What follows belongs to an exercise in optimizing a design on an open flow for small area and a short achievable clock period; a production flow would make more cautious choices.
The RTL was checked by simulation tests, not by an equivalence proof against the original design.
Power figures rest on the tool's default switching activity, not on a simulated workload.

===== design.v =====
`default_nettype none
module alu_result_stream (
  input  logic       clk,
  input  logic       reset,
  input  logic       clear,
  input  logic       wr_en,
  input  logic [7:0] wr_o,
  input  logic       wr_zr,
  input  logic       wr_ng,
  output logic       wr_full,
  output logic       overflow,
  output logic [7:0] count,
  output logic       rd_valid,
  input  logic       rd_ready,
  output logic [7:0] rd_o,
  output logic       rd_zr,
  output logic       rd_ng,
  output logic [4:0] rd_func,
  output logic [3:0] rd_opnd,
  output logic       rd_last
);
  localparam int ROWS  = 18;
  localparam int COLS  = 10;
  localparam int GROWS = 9;     
  localparam logic [ROWS-1:0] C_ROW0 = ~(ROWS'(1));
  localparam logic [COLS-1:0] C_COL0 = ~(COLS'(1));
  logic [9:0]      r_mem [ROWS][COLS];
  logic [ROWS-1:0] r_wrow_n;    
  logic [COLS-1:0] r_wcol_n;
  logic [ROWS-1:0] r_frow_n;    
  logic [COLS-1:0] r_fcol_n;
  logic [7:0]      r_count;
  logic [4:0]      r_func;
  logic [3:0]      r_opnd;
  logic            r_ovf;
  logic            r_full;
  logic            r_valid;
  logic            r_last;
  logic [9:0]      r_head;      
  logic [9:0]      r_m0, r_m1;  
  logic            r_mg;        
  logic            r_inf;       
  logic [9:0]      r_q0, r_q1;  
  logic            r_q0v, r_q1v;
  logic            w_acc, w_pop;
  logic [9:0]      w_din;
  assign w_din  = {wr_zr, wr_ng, wr_o};
  assign w_acc  = wr_en && !r_full;
  assign w_pop  = r_valid && rd_ready;
  logic [COLS-1:0] w_wcol_n;
  assign w_wcol_n = r_wcol_n | {COLS{r_full}};
  for (genvar r = 0; r < ROWS; r++) begin : g_wr
    for (genvar c = 0; c < COLS; c++) begin : g_wc
      if (r < ROWS - 1 || c < COLS - 1) begin : g_slot
        always_ff @(posedge clk) begin
          if (!(r_wrow_n[r] || w_wcol_n[c])) begin
            r_mem[r][c] <= w_din;
          end
        end
      end
    end
  end
  logic [9:0] w_rowsel [ROWS];
  logic [9:0] w_m0, w_m1;
  always_comb begin
    for (int r = 0; r < ROWS; r++) begin
      w_rowsel[r] = '1;
      for (int c = 0; c < COLS; c++) begin
        if (r < ROWS - 1 || c < COLS - 1) begin
          w_rowsel[r] = w_rowsel[r] & (r_mem[r][c] | {10{r_fcol_n[c]}});
        end
      end
    end
    w_m0 = '1;
    w_m1 = '1;
    for (int r = 0; r < GROWS; r++) begin
      w_m0 = w_m0 & (w_rowsel[r] | {10{r_frow_n[r]}});
    end
    for (int r = GROWS; r < ROWS; r++) begin
      w_m1 = w_m1 & (w_rowsel[r] | {10{r_frow_n[r]}});
    end
  end
  always_ff @(posedge clk) begin
    r_m0 <= w_m0;
    r_m1 <= w_m1;
    r_mg <= !(&r_frow_n[ROWS-1:GROWS]);
  end
  logic [9:0] w_arr;
  assign w_arr = r_mg ? r_m1 : r_m0;
  logic w_wwrap, w_fwrap;
  assign w_wwrap = !r_wcol_n[COLS-1] || (!r_wrow_n[ROWS-1] && !r_wcol_n[COLS-2]);
  assign w_fwrap = !r_fcol_n[COLS-1] || (!r_frow_n[ROWS-1] && !r_fcol_n[COLS-2]);
  logic w_fall;
  assign w_fall = (r_frow_n == r_wrow_n) && (r_fcol_n == r_wcol_n);
  logic c_is0, c_is1, c_is179;
  assign c_is0   = !r_valid;
  assign c_is1   = (r_count == 8'd1);
  assign c_is179 = (r_count == 8'd179);
  logic i_is178, i_is179;
  assign i_is178 = (r_func == 5'd17) && (r_opnd == 4'd8);
  assign i_is179 = (r_func == 5'd17) && (r_opnd == 4'd9);
  logic w_tohead;    
  logic w_popq;      
  logic w_keep1;     
  logic w_keep2;     
  logic w_room;      
  logic w_iss;       
  logic w_byp;       
  assign w_tohead = c_is0 || (c_is1 && w_pop);
  assign w_popq   = w_pop && !c_is1;
  assign w_keep2  = r_q1v && !w_popq;
  assign w_keep1  = w_popq ? r_q1v : r_q0v;
  assign w_room   = !w_keep2 && !(w_keep1 && r_inf);
  assign w_iss    = !w_fall && w_room;
  assign w_byp    = w_acc && !w_tohead && w_fall && w_room;
  always_ff @(posedge clk) begin
    if (!clear) begin
      if (w_keep1) begin
        r_q0 <= w_popq ? r_q1 : r_q0;
      end else begin
        r_q0 <= r_inf ? w_arr : w_din;
      end
      if (!w_keep2) begin
        r_q1 <= (w_keep1 && r_inf) ? w_arr : w_din;
      end
    end
  end
  always_ff @(posedge clk or negedge reset) begin
    if (!reset) begin
      r_wrow_n <= C_ROW0;
      r_wcol_n <= C_COL0;
      r_frow_n <= C_ROW0;
      r_fcol_n <= C_COL0;
      r_count  <= 8'd0;
      r_func   <= 5'd0;
      r_opnd   <= 4'd0;
      r_ovf    <= 1'b0;
      r_full   <= 1'b0;
      r_valid  <= 1'b0;
      r_last   <= 1'b0;
      r_head   <= 10'd0;
      r_inf    <= 1'b0;
      r_q0v    <= 1'b0;
      r_q1v    <= 1'b0;
    end else if (clear) begin
      r_wrow_n <= C_ROW0;
      r_wcol_n <= C_COL0;
      r_frow_n <= C_ROW0;
      r_fcol_n <= C_COL0;
      r_count  <= 8'd0;
      r_func   <= 5'd0;
      r_opnd   <= 4'd0;
      r_ovf    <= 1'b0;
      r_full   <= 1'b0;
      r_valid  <= 1'b0;
      r_last   <= 1'b0;
      r_head   <= 10'd0;
      r_inf    <= 1'b0;
      r_q0v    <= 1'b0;
      r_q1v    <= 1'b0;
    end else begin
      if (wr_en && r_full) begin
        r_ovf <= 1'b1;
      end
      if (w_acc && !w_tohead) begin
        if (w_wwrap) begin
          r_wcol_n <= C_COL0;
          r_wrow_n <= {r_wrow_n[ROWS-2:0], r_wrow_n[ROWS-1]};
        end else begin
          r_wcol_n <= {r_wcol_n[COLS-2:0], r_wcol_n[COLS-1]};
        end
      end
      if (w_iss || w_byp) begin
        if (w_fwrap) begin
          r_fcol_n <= C_COL0;
          r_frow_n <= {r_frow_n[ROWS-2:0], r_frow_n[ROWS-1]};
        end else begin
          r_fcol_n <= {r_fcol_n[COLS-2:0], r_fcol_n[COLS-1]};
        end
      end
      r_inf <= w_iss;
      r_q0v <= w_keep1 || r_inf || w_byp;
      r_q1v <= w_keep2 || (w_keep1 && (r_inf || w_byp)) || (r_inf && w_byp);
      if (w_pop) begin
        if (r_opnd == 4'd9) begin
          r_opnd <= 4'd0;
          r_func <= (r_func == 5'd17) ? 5'd0 : r_func + 5'd1;
        end else begin
          r_opnd <= r_opnd + 4'd1;
        end
      end
      case ({w_acc, w_pop})
        2'b10: begin
          r_count <= r_count + 8'd1;
          r_full  <= c_is179;
          r_valid <= 1'b1;
        end
        2'b01: begin
          r_count <= r_count - 8'd1;
          r_full  <= 1'b0;
          r_valid <= !c_is1;
        end
        default: ;
      endcase
      if (w_pop) begin
        r_last <= i_is178 && (w_acc || !c_is1);
      end else begin
        r_last <= i_is179 && (w_acc || !c_is0);
      end
      if (w_tohead) begin
        r_head <= w_acc ? w_din : 10'd0;
      end else if (w_popq) begin
        r_head <= r_q0;
      end
    end
  end
  assign wr_full  = r_full;
  assign overflow = r_ovf;
  assign count    = r_count;
  assign rd_valid = r_valid;
  assign rd_o     = r_head[7:0];
  assign rd_ng    = r_head[8];
  assign rd_zr    = r_head[9];
  assign rd_func  = r_func;
  assign rd_opnd  = r_opnd;
  assign rd_last  = r_last;
endmodule
`default_nettype wire

===== run.sh =====
#!/bin/bash
# synth_recipe.tcl (not shown) runs the flow's synth.tcl, then flattens the netlist and writes it again
# the make line also repeats each setting of config.mk as NAME=value (left out here)
make -C /OpenROAD-flow-scripts/flow DESIGN_CONFIG=/design/flow/config.mk WORK_HOME=/design/flow/orfs CLKGATE_MAP_FILE= SYNTH_SCRIPT=/design/flow/synth_recipe.tcl finish

===== config.mk =====
export PLATFORM = sky130hd
export DESIGN_NAME = alu_result_stream
export DESIGN_NICKNAME = alu_result_stream
export VERILOG_FILES = /design/flow/design.v
export SDC_FILE = /design/flow/constraint.sdc
export NUM_CORES = 4
export LEC_CHECK = 0
export CAP_MARGIN = 40
export CORE_MARGIN = 2
export CORE_UTILIZATION = 65
export CTS_BUF_LIST = sky130_fd_sc_hd__clkbuf_16
export CTS_CLUSTER_DIAMETER = 150
export CTS_CLUSTER_SIZE = 25
export SETUP_SLACK_MARGIN = 3.1
export SLEW_MARGIN = 40

===== constraint.sdc =====
create_clock -name core_clock -period 5.5 [get_ports {clk}]
set_input_delay 1.1000 -clock core_clock [delete_from_list [all_inputs] [get_ports {clk}]]
set_output_delay 1.1000 -clock core_clock [all_outputs]
set_load 0.01 [all_outputs]

==> results of run 1 <==
[through the flow]
stage               utilization  worst slack, ns  hold slack (ns)  power, mW  area, sq um
finish                    0.761             2.83            0.377       27.1        81500
global route              0.761             2.87            0.409       27.6        81500
CTS                       0.733             3.01            0.495       26.6        78400
detailed placement        0.679             1.85            0.472       19.1        72700
global placement          0.675             1.73            0.464       19.0        72200
floorplan                     -             3.08            0.478       18.0        70200
[area by class of cell]
type | instances | area (sq um)
Sequential cell | 1921 | 57200
Fill cell | 6071 | 25500
Multi-Input combinational cell | 2080 | 14200
Timing Repair Buffer | 425 | 5790
Clock buffer | 90 | 2250
Tap cell | 1403 | 1760
Clock inverter | 55 | 255
Inverter | 8 | 33.8
Antenna cell | 1 | 2.50
[worst paths after layout]
check	endpoint	slack (ns)	cells past startpoint
setup / recovery	r_m0[6]	2.83	11
hold / removal	r_head[9]	0.38	1
setup reg to reg	r_m0[6]	2.83	11
hold reg to reg	r_head[5]	0.49	2
max in group asynchronous	r_frow_n[17]	4.15	2
min in group core_clock	r_head[5]	0.49	2
[power by group]
group | leakage, nW | total [mW] | internal, mW | switching [mW]
logic | 7.15 | 2.86 | 1.01 | 1.85
clock network | 1.41 | 7.38 | 3.04 | 4.35
registers | 17.6 | 16.8 | 16.4 | 0.383
total | 26.2 | 27.1 | 20.5 | 6.58
[worst max-delay path: stages, from the launching register on]
cell       delay, ns
dfstp_4         0.68
buf_12          0.14
buf_12          0.14
buf_12          0.12
buf_12          0.12
clkbuf_16       0.17
o22ai_1         0.11
nor2_1          0.13
a21oi_1         0.23
nor4_4          0.39
o221ai_1        0.20
nor3_1          0.15
[cell usage in the layout (no fill, tap or decap), drive strengths merged, types with 18 or more instances in the layout]
| cell | n |
|---|---|
| xnor2 | 24 |
| and3 | 27 |
| nor4 | 29 |
| o22ai | 832 |
| nor2 | 462 |
| buf | 393 |
| edfxtp | 1810 |
| clkbuf | 110 |
| o21ai | 54 |
| dfrtp | 38 |
| o221ai | 102 |
| a211oi | 18 |
| dfstp | 52 |
| a21oi | 141 |
| dfxtp | 21 |
| nand2 | 72 |
| nor3 | 208 |
| inv | 60 |
[layer usage]
metal / track usage / share of wire
met5: 0 / 0
met4: 0.153 / 0.051
met3: 0.0773 / 0.14
met2: 0.568 / 0.45
met1: 0.550 / 0.36
[repair_timing]
action	4_1_cts	5_1_grt
pin swaps	49	131
resized for setup	372	318
gates cloned	25	20
buffers inserted	128	107
endpoints found under the setup margin	127	109
hold buffers	0	0
[logic make-up (layout without fill, tap and decap cells)]
family                     Yosys count  count (layout)  share of synthesized area
xor gates and xnor gates            37              37                    0.00462
and+or+nand+nor                    847             849                     0.0535
other                                0               1                          0
muxes                               14              15                    0.00204
adders and majority gates            6               6                    0.00104
AOI/OAI and AO/OA                 1172            1173                      0.107
DFF                               1921            1921                      0.815
buffers and inverters              300             578                     0.0174
==> impl_results.md, run 1 <==
* Clock transition at path regs at 0.11 ns
* Kind of critical path: flop to flop
* RSZ-0062 raised after global routing: yes
* Post-synthesis sequential area ratio at 0.815
* Clock tree buffer depth at 3
* Placed cell count at 5556
* Net Count, Synth at 4317
* Post-synth ARST share at 0.0469
* Synth warn at 3
* Routed Antenna Nets at 0
* Post-DR vias/cell at 7.32
* VDD IR max at 0.296 mV
* RR Startpoint: r_fcol_n[3]
* Total GRT Usage at 0.377
* DRC viols at 0
* Crit end category: flop
* Clock sinks at 1921
* Yosys cell types at 52
* Initial antenna violation count at 2
* Root Driver: clkbuf_16
* Ys flop type: edfxtp_1
* Non-Filler Instances at 5983
* Final hold vios at 0
* Leakage at 26.2 nW
* Largest reg by FF count: r_mem
* Setup TNS at 0 ns
* CORE AREA at 0.107 sq mm
* Largest net degree at the start of global routing at 149
* WP data required at 6.14 ns
* Detailed Route WL at 219000 um
* Max reg flops at 1790
* Mapped Cells at 4297
* Fmax at 375 MHz
* Gpl congestion at 0.897
* Status: finished clean
* Largest registers: r_mem x1790, r_frow_n x18, r_wrow_n x18
* Die height at 332 um
* Worst hold-check path type: primary input to asynchronous set/reset pin
* Rel. slew slack at 0.376
* # Max-Cap Violations at 0
* Layout cells sized above 1 at 0.236
* Die X at 332 um
* Final setup vio count at 0
* Drt wl/cell at 36.6 um
* CTS tree: done
* Worst-path fanout max at 6
* DR pass1 iterations at 6
* Number of global-route vias before repair at 39700
* Tcrit/Tclk final at 0.485
* Slew @ Worst Pin at 0.936 ns
* Arrival time worst endpoint at 3.31 ns
* Syn Std Cell Area at 0.0701 sq mm
* Iteration-0 DRC Markers at 7379
* EDFF count, synth at 1810
* Syn_area_per_cell at 16.3 sq um
* PwrDens at 332 mW/mm^2
* Rows at 120
* Nets at 4542
* Grt ovf at 0
* Crit. Startpoint: r_fcol_n[3]
* Io pins at 46
* Synth Register Bits at 1921
* Die Area at 0.110 sq mm
* Top cells by count, synth: edfxtp_1, o22ai_1, nor2_1
* Syn-to-layout area delta at 16.3%
* PortBufs at 45
* Initial Utilization at 0.655
* Worst setup SP type: flop
* Slew Limit Fails at 0
* Clock latency (worst-skew pair) at 0.72 ns
* Largest area contributor in the netlist: edfxtp_1
* H-tree Lvls at 3
* Most frequent cell after synthesis: edfxtp_1
* Via count at 43800
* Final setup skew at 0.0409 ns
* DP HPWL at 110000 um
* Global-route wire length before repair at 295000 um
* Post-synth top area share at 0.776
* Largest cells by area after synthesis: edfxtp_1, o22ai_1, nor2_1
* TritonCTS buffer count at 86
* Final min period at 2.67 ns
==> run 2, diff against run 1 <==
--- a/design.v
+++ b/design.v
@@ -23,3 +23,2 @@
   localparam int COLS  = 10;
-  localparam int GROWS = 9;     
   localparam logic [ROWS-1:0] C_ROW0 = ~(ROWS'(1));
@@ -29,4 +28,5 @@
   logic [COLS-1:0] r_wcol_n;
-  logic [ROWS-1:0] r_frow_n;    
-  logic [COLS-1:0] r_fcol_n;
+  logic [ROWS-1:0] r_frow_a;    
+  logic [ROWS-1:0] r_frow_b;    
+  logic [COLS-1:0] r_fcol;
   logic [7:0]      r_count;
@@ -39,4 +39,3 @@
   logic [9:0]      r_head;      
-  logic [9:0]      r_m0, r_m1;  
-  logic            r_mg;        
+  logic [9:0]      r_m;         
   logic            r_inf;       
@@ -62,20 +61,17 @@
   end
-  logic [9:0] w_rowsel [ROWS];
-  logic [9:0] w_m0, w_m1;
+  logic [9:0] w_colsel [COLS];
+  logic [9:0] w_m;
   always_comb begin
-    for (int r = 0; r < ROWS; r++) begin
-      w_rowsel[r] = '1;
-      for (int c = 0; c < COLS; c++) begin
+    for (int c = 0; c < COLS; c++) begin
+      w_colsel[c] = '0;
+      for (int r = 0; r < ROWS; r++) begin
         if (r < ROWS - 1 || c < COLS - 1) begin
-          w_rowsel[r] = w_rowsel[r] & (r_mem[r][c] | {10{r_fcol_n[c]}});
-        end
-      end
-    end
-    w_m0 = '1;
-    w_m1 = '1;
-    for (int r = 0; r < GROWS; r++) begin
-      w_m0 = w_m0 & (w_rowsel[r] | {10{r_frow_n[r]}});
-    end
-    for (int r = GROWS; r < ROWS; r++) begin
-      w_m1 = w_m1 & (w_rowsel[r] | {10{r_frow_n[r]}});
+          w_colsel[c] = w_colsel[c] |
+                        (r_mem[r][c] & {10{(c < COLS / 2) ? r_frow_a[r] : r_frow_b[r]}});
+        end
+      end
+    end
+    w_m = '0;
+    for (int c = 0; c < COLS; c++) begin
+      w_m = w_m | (w_colsel[c] & {10{r_fcol[c]}});
     end
@@ -83,13 +79,11 @@
   always_ff @(posedge clk) begin
-    r_m0 <= w_m0;
-    r_m1 <= w_m1;
-    r_mg <= !(&r_frow_n[ROWS-1:GROWS]);
+    r_m <= w_m;
   end
   logic [9:0] w_arr;
-  assign w_arr = r_mg ? r_m1 : r_m0;
+  assign w_arr = r_m;
   logic w_wwrap, w_fwrap;
   assign w_wwrap = !r_wcol_n[COLS-1] || (!r_wrow_n[ROWS-1] && !r_wcol_n[COLS-2]);
-  assign w_fwrap = !r_fcol_n[COLS-1] || (!r_frow_n[ROWS-1] && !r_fcol_n[COLS-2]);
+  assign w_fwrap = r_fcol[COLS-1] || (r_frow_a[ROWS-1] && r_fcol[COLS-2]);
   logic w_fall;
-  assign w_fall = (r_frow_n == r_wrow_n) && (r_fcol_n == r_wcol_n);
+  assign w_fall = (r_frow_a == ~r_wrow_n) && (r_fcol == ~r_wcol_n);
   logic c_is0, c_is1, c_is179;
@@ -131,4 +125,5 @@
       r_wcol_n <= C_COL0;
-      r_frow_n <= C_ROW0;
-      r_fcol_n <= C_COL0;
+      r_frow_a <= ROWS'(1);
+      r_frow_b <= ROWS'(1);
+      r_fcol   <= COLS'(1);
       r_count  <= 8'd0;
@@ -147,4 +142,5 @@
       r_wcol_n <= C_COL0;
-      r_frow_n <= C_ROW0;
-      r_fcol_n <= C_COL0;
+      r_frow_a <= ROWS'(1);
+      r_frow_b <= ROWS'(1);
+      r_fcol   <= COLS'(1);
       r_count  <= 8'd0;
@@ -174,6 +170,7 @@
         if (w_fwrap) begin
-          r_fcol_n <= C_COL0;
-          r_frow_n <= {r_frow_n[ROWS-2:0], r_frow_n[ROWS-1]};
+          r_fcol   <= COLS'(1);
+          r_frow_a <= {r_frow_a[ROWS-2:0], r_frow_a[ROWS-1]};
+          r_frow_b <= {r_frow_b[ROWS-2:0], r_frow_b[ROWS-1]};
         end else begin
-          r_fcol_n <= {r_fcol_n[COLS-2:0], r_fcol_n[COLS-1]};
+          r_fcol   <= {r_fcol[COLS-2:0], r_fcol[COLS-1]};
         end
==> run 2 against run 1 <==
  * Global-route usage rose by 0.69 points
  * Sequential share of layout area up 1.2 points
  * First-iteration DRC count is 5.4% higher
  * Still clean on timing, DRC and antenna
  * Final cell count is 3.3% lower
  * Critical path depth fell by 2
  * Die area grew 1.8%
  * Fmax is 0.46% lower
  * Cell area shrank 1.1%
  * Highest routed layer is now met5
  * Core utilization down 2.1 points
==> impl_results.md, run 2 <==
* Post-synth top area share at 0.762
* PortBufs at 45
* Clock tree buffer depth at 3
* Nets at 4351
* Final hold vios at 0
* Logic pwr share at 0.100
* Crit end category: flop
* Slew Limit Fails at 0
* Worst hold-check path type: primary input to asynchronous set/reset pin
* Gpl congestion at 0.919
* Largest cells by area after synthesis: edfxtp_1, a22oi_1, dfrtp_1
* Via count at 43500
* Rows at 121
* Largest area contributor in the netlist: edfxtp_1
* Mapped Cells at 4170
* Die X at 335 um
* Syn_area_per_cell at 17.1 sq um
* Syn Std Cell Area at 0.0714 sq mm
* Hold buffers post-CTS at 0
* Root Driver: clkbuf_16
* TritonCTS buffer count at 87
* Crit. Startpoint: r_frow_a[14]
* Worst-path fanout max at 22
* Tcrit/Tclk final at 0.488
* Grt ovf at 0
* Largest net degree at the start of global routing at 111
* Die height at 335 um
* Status: finished clean
* Clock sinks at 1928
* Detailed Route WL at 219000 um
* Number of global-route vias before repair at 41100
* Layout cells sized above 1 at 0.215
* PwrDens at 333 mW/mm^2
* Routed Antenna Nets at 0
* Post-DR vias/cell at 7.52
* Fmax at 373 MHz
* Commonest non-fill, non-tap cell in the layout: edfxtp_1
* Clock transition at path regs at 0.11 ns
* Top cells by count, synth: edfxtp_1, a22oi_1, nor2_1
* Reg-to-Reg End: r_m[8]
* WP data required at 6.10 ns
* Largest reg by FF count: r_mem
* Sequential share of power at 0.626
* Design Power at 26.9 mW
* Synth Register Bits at 1928
* DP HPWL at 120000 um
* Io pins at 46
* Final min period at 2.68 ns
* Slew @ Worst Pin at 0.882 ns
* RR Startpoint: r_frow_a[14]
* Clock latency (worst-skew pair) at 0.72 ns
* Net Count, Synth at 4190
* H-tree Lvls at 3
* Final setup skew at 0.0218 ns
* Drt wl/cell at 37.9 um
* Die Area at 0.112 sq mm
* EDFF count, synth at 1810
* Initial Utilization at 0.656
* Ys flop type: edfxtp_1
* DR pass1 iterations at 6
* Initial antenna violation count at 8
* Kind of critical path: flop to flop
* DRC viols at 0
* Yosys cell types at 63
* # Max-Cap Violations at 0
* Iteration-0 DRC Markers at 7778
* Global-route wire length before repair at 302000 um
* Post-synth ARST share at 0.0560
* RSZ-0062 raised after global routing: yes
* Most frequent cell after synthesis: edfxtp_1
* Final setup vio count at 0
* Arrival time worst endpoint at 3.28 ns
* Post-synthesis sequential area ratio at 0.803
* Max reg flops at 1790
* R2R Setup Slk at 2.82 ns
* Setup TNS at 0 ns
* Clock share of power at 0.274
* Leakage at 25.7 nW
* Synth warn at 3
* Worst setup SP type: flop
* Commonest cells after routing, fill and taps aside: edfxtp_1, a22oi_1, buf_4
* CTS tree: done
* Worst-case reg-to-reg path depth at 9
* VDD IR max at 0.283 mV
* CORE AREA at 0.109 sq mm
* Sw Pwr at 6.54 mW
* Total GRT Usage at 0.384
* FILL cells at 6387
* Internal power at 20.3 mW
* Rel. slew slack at 0.411
* Syn-to-layout area delta at 12.9%
* Switching fraction of total power at 0.243
## run 2: cell types whose count changed in the layout (fill, tap and decap cells not counted), moves of 70 or more
| cell | previous run | this run |
|---|---|---|
| a221oi_1 | 0 | 133 |
| o22ai_1 | 811 | 0 |
| nor2_1 | 282 | 81 |
| a22o_1 | 0 | 190 |
| nand3_1 | 8 | 107 |
| nand4_1 | 9 | 142 |
| a22oi_1 | 1 | 503 |
| nor3_1 | 86 | 10 |
| nor3_2 | 103 | 2 |
| o221ai_1 | 74 | 4 |
## run 2: power by group through the flow
stage | registers, mW | logic (mW) | clock network [mW]
final | 16.8 | 2.70 | 7.35
after global routing | 16.8 | 2.75 | 7.79
after CTS | 16.9 | 2.36 | 7.34
after detailed placement | 17.4 | 1.80 | 0
after global placement | 17.4 | 1.74 | 0
after floorplan | 16.9 | 1.01 | 0
## run 2: logic make-up (layout without fill, tap and decap cells)
group | count (synthesis) | count (layout) | share of synthesized area
compound gates | 1133 | 1135 | 0.121
xor+xnor | 35 | 35 | 0.00430
fa+ha+maj | 6 | 6 | 0.00102
buf+inv | 335 | 526 | 0.0181
flops | 1928 | 1928 | 0.803
mux | 30 | 30 | 0.00442
other cells | 0 | 3 | 0
simple gates | 703 | 709 | 0.0482
## run 2: worst max path at each step
stage / endpoint / slack (ns) / cells after the start
after floorplan: r_frow_b[14] / 2.89 / 8
after global placement: r_wrow_n[0] / 1.60 / 6
after detailed placement: r_wrow_n[4] / 1.55 / 5
after CTS: r_m[3] / 2.92 / 8
after global routing: r_m[5] / 2.87 / 9
final: r_m[8] / 2.82 / 9
## run 2: metrics by stage
step           instances  worst slack, ns  hold slack (ns)   util  area, sq um
2_1_floorplan       4170             2.89            0.478      -        71500
3_3_place_gp        5435             1.60            0.475  0.676        73500
3_5_place_dp        5438             1.55            0.480  0.679        74000
4_1_cts             5722             2.92            0.429  0.729        79400
5_1_grt             5783             2.87            0.471  0.740        80600
6_report            5786             2.82            0.425  0.740        80600
## run 2: layout make-up
cell class | instances | area (sq um) | area share
antenna | 3 | 7.51 | 0.0000932
timing repair buffer | 373 | 4060 | 0.0504
clock buffer | 92 | 2300 | 0.0286
clock inverter | 35 | 175 | 0.00217
sequential | 1928 | 57500 | 0.714
inverter | 26 | 100 | 0.00124
multi-input combinational | 1915 | 14700 | 0.182
tap | 1414 | 1770 | 0.0220
## run 2: critical path: stages, from the launching register on
cell	delay, ns
dfrtp_4	0.52
buf_12	0.15
buf_12	0.15
buf_12	0.17
a22o_1	0.24
a221oi_2	0.24
nand4_1	0.22
o21ai_2	0.19
nand4_1	0.23
or3_1	0.39
## run 2: per-layer routing
layer	GRT usage	part of all wire	vias to the layer above
met4	0.171	0.059	12
met2	0.601	0.46	3369
met5	0.00304	0.00046	-
met1	0.532	0.35	22200
li1	-	-	17400
met3	0.0750	0.12	620
## run 2: timing repair
item / CTS / global route
endpoints found under the setup margin: 160 / 123
pin swaps: 131 / 76
setup buffers: 140 / 53
gates resized for setup: 530 / 119
cloned: 17 / 7

[port drivers added, routing unchanged]
No port has a modelled driver above. Below, the same layouts with a new extraction and two added sets of constraints. Step 1 (the two cells are an assumption about what drives the block):
set clk [get_ports {clk}]
set_driving_cell -lib_cell sky130_fd_sc_hd__clkbuf_16 $clk
set_driving_cell -lib_cell sky130_fd_sc_hd__buf_2 [delete_from_list [all_inputs] $clk]
Step 2 times the ports against the registers' clock, not the clock port: input delays grow and output delays shrink by t, the midpoint of the rising clock arrivals with the driver on. a / b / c = no drivers / after step 1 / after step 2; a / b = the first two.
| run | shift t [ns] | setup slack, ns | worst setup path at the end |
|---|---|---|---|
| run 1 | 0.778 | 2.830 / 2.830 / 2.254 | input to register |
| run 2 | 0.779 | 2.817 / 2.817 / 2.267 | input to register |
After both steps setup and hold are still met in every run listed. The setup slack of run 1, which loses most, moves by 0.000 ns with the drivers and by -0.576 ns with both steps.
